This design comes from an exercise in tuning for small area and a short achievable clock period on the open sky130 flow, not from production work. Only simulation tests tie the RTL to the original design; equivalence was not proved. No activity file was given, so power comes from the tool's default toggle rates.

==> module reduction_stage, before the edit <==
module reduction_stage (
    input  logic        clk,
    input  logic        rstn,
    input  logic        holdn,
    input  logic [simd_pkg::NUM_LANES-1:0][15:0] lane_res,
    input  logic [2:0]  red_op,
    input  logic        is_unsigned,
    input  logic        sat,
    input  logic [3:0]  lane_op,
    input  logic        wen,
    output logic [31:0] result,
    output logic        result_valid
);
    logic [2:0] s2_red_op;
    logic       s2_unsigned;
    logic       s2_sat;
    logic       s2_clip_en;
    logic       s2_clip_sub;
    logic       s2_wen;
    logic [15:0]        lv [simd_pkg::NUM_LANES];
    logic [16:0]        lane_x [simd_pkg::NUM_LANES];
    logic [18:0]        sum_x;
    logic [7:0]         sum_c8;
    logic               sum_hi, sum_lo;
    logic               is_min;
    logic [16:0]        m01, m23, mx;
    logic [7:0]         xor_b;
    logic [31:0]        pack_w;
    logic [31:0]        res_d;
    always_ff @(posedge clk) begin
        if (holdn) begin
            s2_red_op   <= red_op;
            s2_unsigned <= is_unsigned;
            s2_sat      <= sat;
            s2_clip_en  <= sat & ((lane_op == simd_pkg::OP_ADD) |
                                  (lane_op == simd_pkg::OP_SUB) |
                                  (lane_op == simd_pkg::OP_MUL));
            s2_clip_sub <= (lane_op == simd_pkg::OP_SUB);
        end
    end
    always_ff @(posedge clk) begin
        if (!rstn)
            s2_wen <= 1'b0;
        else if (holdn)
            s2_wen <= wen;
    end
    function automatic logic lt17(input logic [16:0] x, input logic [16:0] y,
                                  input logic uns);
        lt17 = {x[15] ^ ~uns, x[14:0]} < {y[15] ^ ~uns, y[14:0]};
    endfunction
    always_comb begin
        for (int i = 0; i < simd_pkg::NUM_LANES; i++) begin
            logic       ovf;
            logic [7:0] c8;
            if (s2_unsigned) begin
                ovf = s2_clip_sub ? lane_res[i][15] : |lane_res[i][15:8];
                c8  = s2_clip_sub ? 8'h00 : 8'hff;
            end else begin
                ovf = ~((&lane_res[i][15:7]) | ~(|lane_res[i][15:7]));
                c8  = lane_res[i][15] ? 8'h80 : 8'h7f;
            end
            lv[i] = (s2_clip_en & ovf) ? {{8{~s2_unsigned & c8[7]}}, c8} : lane_res[i];
        end
        for (int i = 0; i < simd_pkg::NUM_LANES; i++) begin
            lane_x[i] = {~s2_unsigned & lv[i][15], lv[i]};
            pack_w[8*i +: 8] = lv[i][7:0];
        end
        xor_b = lv[0][7:0] ^ lv[1][7:0] ^ lv[2][7:0] ^ lv[3][7:0];
        begin
            logic [18:0] o [simd_pkg::NUM_LANES];
            logic [18:0] s1, c1, s2, c2;
            for (int i = 0; i < simd_pkg::NUM_LANES; i++)
                o[i] = {2'b00, ~lane_x[i][16], lane_x[i][15:0]};
            s1 = o[0] ^ o[1] ^ o[2];
            c1 = ((o[0] & o[1]) | (o[0] & o[2]) | (o[1] & o[2])) << 1;
            s2 = s1 ^ c1 ^ o[3];
            c2 = ((s1 & c1) | (s1 & o[3]) | (c1 & o[3])) << 1;
            sum_x = (s2 + c2) ^ 19'h40000;
        end
        if (s2_unsigned) begin
            sum_hi = |sum_x[17:8];
            sum_lo = 1'b0;
        end else begin
            sum_hi = ~sum_x[18] & (|sum_x[17:7]);
            sum_lo = sum_x[18] & ~(&sum_x[17:7]);
        end
        sum_c8 = sum_hi ? {s2_unsigned, 7'h7f} : {~s2_unsigned, 7'h00};
        is_min = (s2_red_op == simd_pkg::RED_MIN);
        m01 = (lt17(lane_x[0], lane_x[1], s2_unsigned) ^ is_min) ? lane_x[1] : lane_x[0];
        m23 = (lt17(lane_x[2], lane_x[3], s2_unsigned) ^ is_min) ? lane_x[3] : lane_x[2];
        mx  = (lt17(m01, m23, s2_unsigned) ^ is_min) ? m23 : m01;
        case (s2_red_op)
            simd_pkg::RED_SUM: res_d = (s2_sat && (sum_hi || sum_lo)) ?
                                       {{24{~s2_unsigned & sum_c8[7]}}, sum_c8} :
                                       {{13{sum_x[18]}}, sum_x};
            simd_pkg::RED_MAX,
            simd_pkg::RED_MIN: res_d = {{15{mx[16]}}, mx};
            simd_pkg::RED_XOR: res_d = {24'd0, xor_b};
            default:           res_d = pack_w;
        endcase
    end
    always_ff @(posedge clk) begin
        if (holdn)
            result <= res_d;
    end
    always_ff @(posedge clk) begin
        if (!rstn)
            result_valid <= 1'b0;
        else if (holdn)
            result_valid <= s2_wen;
    end
endmodule
==> flow/config.mk <==
export PLATFORM = sky130hd
export DESIGN_NAME = simd_unit
export DESIGN_NICKNAME = simd_unit
export VERILOG_FILES = /design/flow/design.v
export SDC_FILE = /design/flow/constraint.sdc
export NUM_CORES = 4
export LEC_CHECK = 0
export ABC_AREA = 1
export CAP_MARGIN = 20
export CORE_MARGIN = 2
export CORE_UTILIZATION = 40
export SETUP_SLACK_MARGIN = 3
export SLEW_MARGIN = 20
export TNS_END_PERCENT = 100
==> flow/constraint.sdc <==
create_clock -name core_clock -period 10.0 [get_ports {clk}]
set_input_delay 2.0000 -clock core_clock [delete_from_list [all_inputs] [get_ports {clk}]]
set_output_delay 2.0000 -clock core_clock [all_outputs]
set_load 0.01 [all_outputs]
standard.sh (not shown) runs the stock make flow with config.mk's settings and CLKGATE_MAP_FILE= SYNTH_SCRIPT=/design/flow/synth_recipe.tcl, a recipe that flattens the netlist after the stock synthesis.
==> flow/flow/run.sh <==
#!/bin/bash
# The standard layout with two changes:
#  - plain buffers on the ports (buffer_ports otherwise picks a large
#    delay-cell buffer for every input and output);
#  - after the standard synthesis, polarity.py re-chooses the polarity of
#    the full-adder cells so that fewer inverters sit between them.
# Each step's full output goes to its own log file here.
set -euo pipefail
export BUFFER_PORTS_ARGS="-buffer_cell sky130_fd_sc_hd__buf_1"
R=orfs/results/sky130hd/simd_unit/base
bash standard.sh synth > synth.log 2>&1
cp $R/1_2_yosys.v $R/1_2_yosys.std.v
python3 flow/polarity.py $R/1_2_yosys.std.v $R/1_2_yosys.v > polarity.log 2>&1
rm -f $R/1_synth.odb $R/1_synth.sdc
bash standard.sh > layout.log 2>&1
Other scripts of this flow, unchanged in this note and not shown: flow/flow/polarity.py
==> next run, changes <==
--- a/flow/design.v
+++ b/flow/design.v
@@ -444,15 +444,21 @@
     always_ff @(posedge clk) begin
         if (!rstn)
             s2_wen <= 1'b0;
         else if (holdn)
             s2_wen <= wen;
     end
-    function automatic logic lt17(input logic [16:0] x, input logic [16:0] y,
-                                  input logic uns);
-        lt17 = {x[15] ^ ~uns, x[14:0]} < {y[15] ^ ~uns, y[14:0]};
+    function automatic logic lt17(input logic [16:0] x, input logic [16:0] y);
+        logic l;
+        l = 1'b0;
+        for (int k = 0; k < 17; k++)
+            if (k == 16)
+                l = (x[k] & ~y[k]) | (~(x[k] ^ y[k]) & l);
+            else
+                l = (~x[k] & y[k]) | (~(x[k] ^ y[k]) & l);
+        lt17 = l;
     endfunction
     always_comb begin
         for (int i = 0; i < simd_pkg::NUM_LANES; i++) begin
             logic       ovf;
             logic [7:0] c8;
             if (s2_unsigned) begin
@@ -466,35 +472,26 @@
         end
         for (int i = 0; i < simd_pkg::NUM_LANES; i++) begin
             lane_x[i] = {~s2_unsigned & lv[i][15], lv[i]};
             pack_w[8*i +: 8] = lv[i][7:0];
         end
         xor_b = lv[0][7:0] ^ lv[1][7:0] ^ lv[2][7:0] ^ lv[3][7:0];
-        begin
-            logic [18:0] o [simd_pkg::NUM_LANES];
-            logic [18:0] s1, c1, s2, c2;
-            for (int i = 0; i < simd_pkg::NUM_LANES; i++)
-                o[i] = {2'b00, ~lane_x[i][16], lane_x[i][15:0]};
-            s1 = o[0] ^ o[1] ^ o[2];
-            c1 = ((o[0] & o[1]) | (o[0] & o[2]) | (o[1] & o[2])) << 1;
-            s2 = s1 ^ c1 ^ o[3];
-            c2 = ((s1 & c1) | (s1 & o[3]) | (c1 & o[3])) << 1;
-            sum_x = (s2 + c2) ^ 19'h40000;
-        end
+        sum_x = 19'($signed(lane_x[0])) + 19'($signed(lane_x[1])) +
+                19'($signed(lane_x[2])) + 19'($signed(lane_x[3]));
         if (s2_unsigned) begin
             sum_hi = |sum_x[17:8];
             sum_lo = 1'b0;
         end else begin
             sum_hi = ~sum_x[18] & (|sum_x[17:7]);
             sum_lo = sum_x[18] & ~(&sum_x[17:7]);
         end
         sum_c8 = sum_hi ? {s2_unsigned, 7'h7f} : {~s2_unsigned, 7'h00};
         is_min = (s2_red_op == simd_pkg::RED_MIN);
-        m01 = (lt17(lane_x[0], lane_x[1], s2_unsigned) ^ is_min) ? lane_x[1] : lane_x[0];
-        m23 = (lt17(lane_x[2], lane_x[3], s2_unsigned) ^ is_min) ? lane_x[3] : lane_x[2];
-        mx  = (lt17(m01, m23, s2_unsigned) ^ is_min) ? m23 : m01;
+        m01 = (lt17(lane_x[0], lane_x[1]) ^ is_min) ? lane_x[1] : lane_x[0];
+        m23 = (lt17(lane_x[2], lane_x[3]) ^ is_min) ? lane_x[3] : lane_x[2];
+        mx  = (lt17(m01, m23) ^ is_min) ? m23 : m01;
         case (s2_red_op)
             simd_pkg::RED_SUM: res_d = (s2_sat && (sum_hi || sum_lo)) ?
                                        {{24{~s2_unsigned & sum_c8[7]}}, sum_c8} :
                                        {{13{sum_x[18]}}, sum_x};
             simd_pkg::RED_MAX,
             simd_pkg::RED_MIN: res_d = {{15{mx[16]}}, mx};
=> The changed run produced a clean layout; first-iteration DRC count increases by roughly a tenth; combinational power increases slightly; sequential share of layout area decreases by 0.33 points; clock-buffer cell count increases by 1; clock skew increases by 5.8 ps; cell area increases slightly; non-clock buffer count increases by 28; cell count barely changes; area after synthesis decreases slightly; worst hold slack gets worse by 6.6 ps; global-route usage decreases by 0.11 points; total power increases slightly.

## afterwards: timing with drivers on the ports
How much do the figures lean on ideal ports? The routed layouts below were timed once more, with nothing changed but the port constraints.
Step 1 sets driving cells, clkbuf_16 on the clock port and buf_2 on the other inputs (assumed; they add their load-dependent delay and slew).
Step 2 moves the port delays by t, midway between the first and last clock arrival at a register: inputs arrive t later, outputs are due t later. That takes back most of the time a late clock gives input paths.
a / b / c = ideal ports / drivers / drivers and shift; a / b = the first two.
| run | t (ns) | setup WS [ns] | hold WS [ns] | worst data-port slew with drivers (ns) | pins driven straight from the clock port |
|---|---|---|---|---|---|
| the first run | 0.560 | 3.237 / 3.244 / 2.684 | 0.434 / 0.434 / 0.434 | 0.05 | 1 |
| the second run | 0.554 | 2.810 / 2.810 / 2.699 | 0.427 / 0.427 / 0.427 | 0.07 | 1 |
After both steps setup and hold are still met in every run listed. For the first run, which loses most, drivers alone change the setup slack by +0.007 ns; drivers and shift together by -0.553 ns.
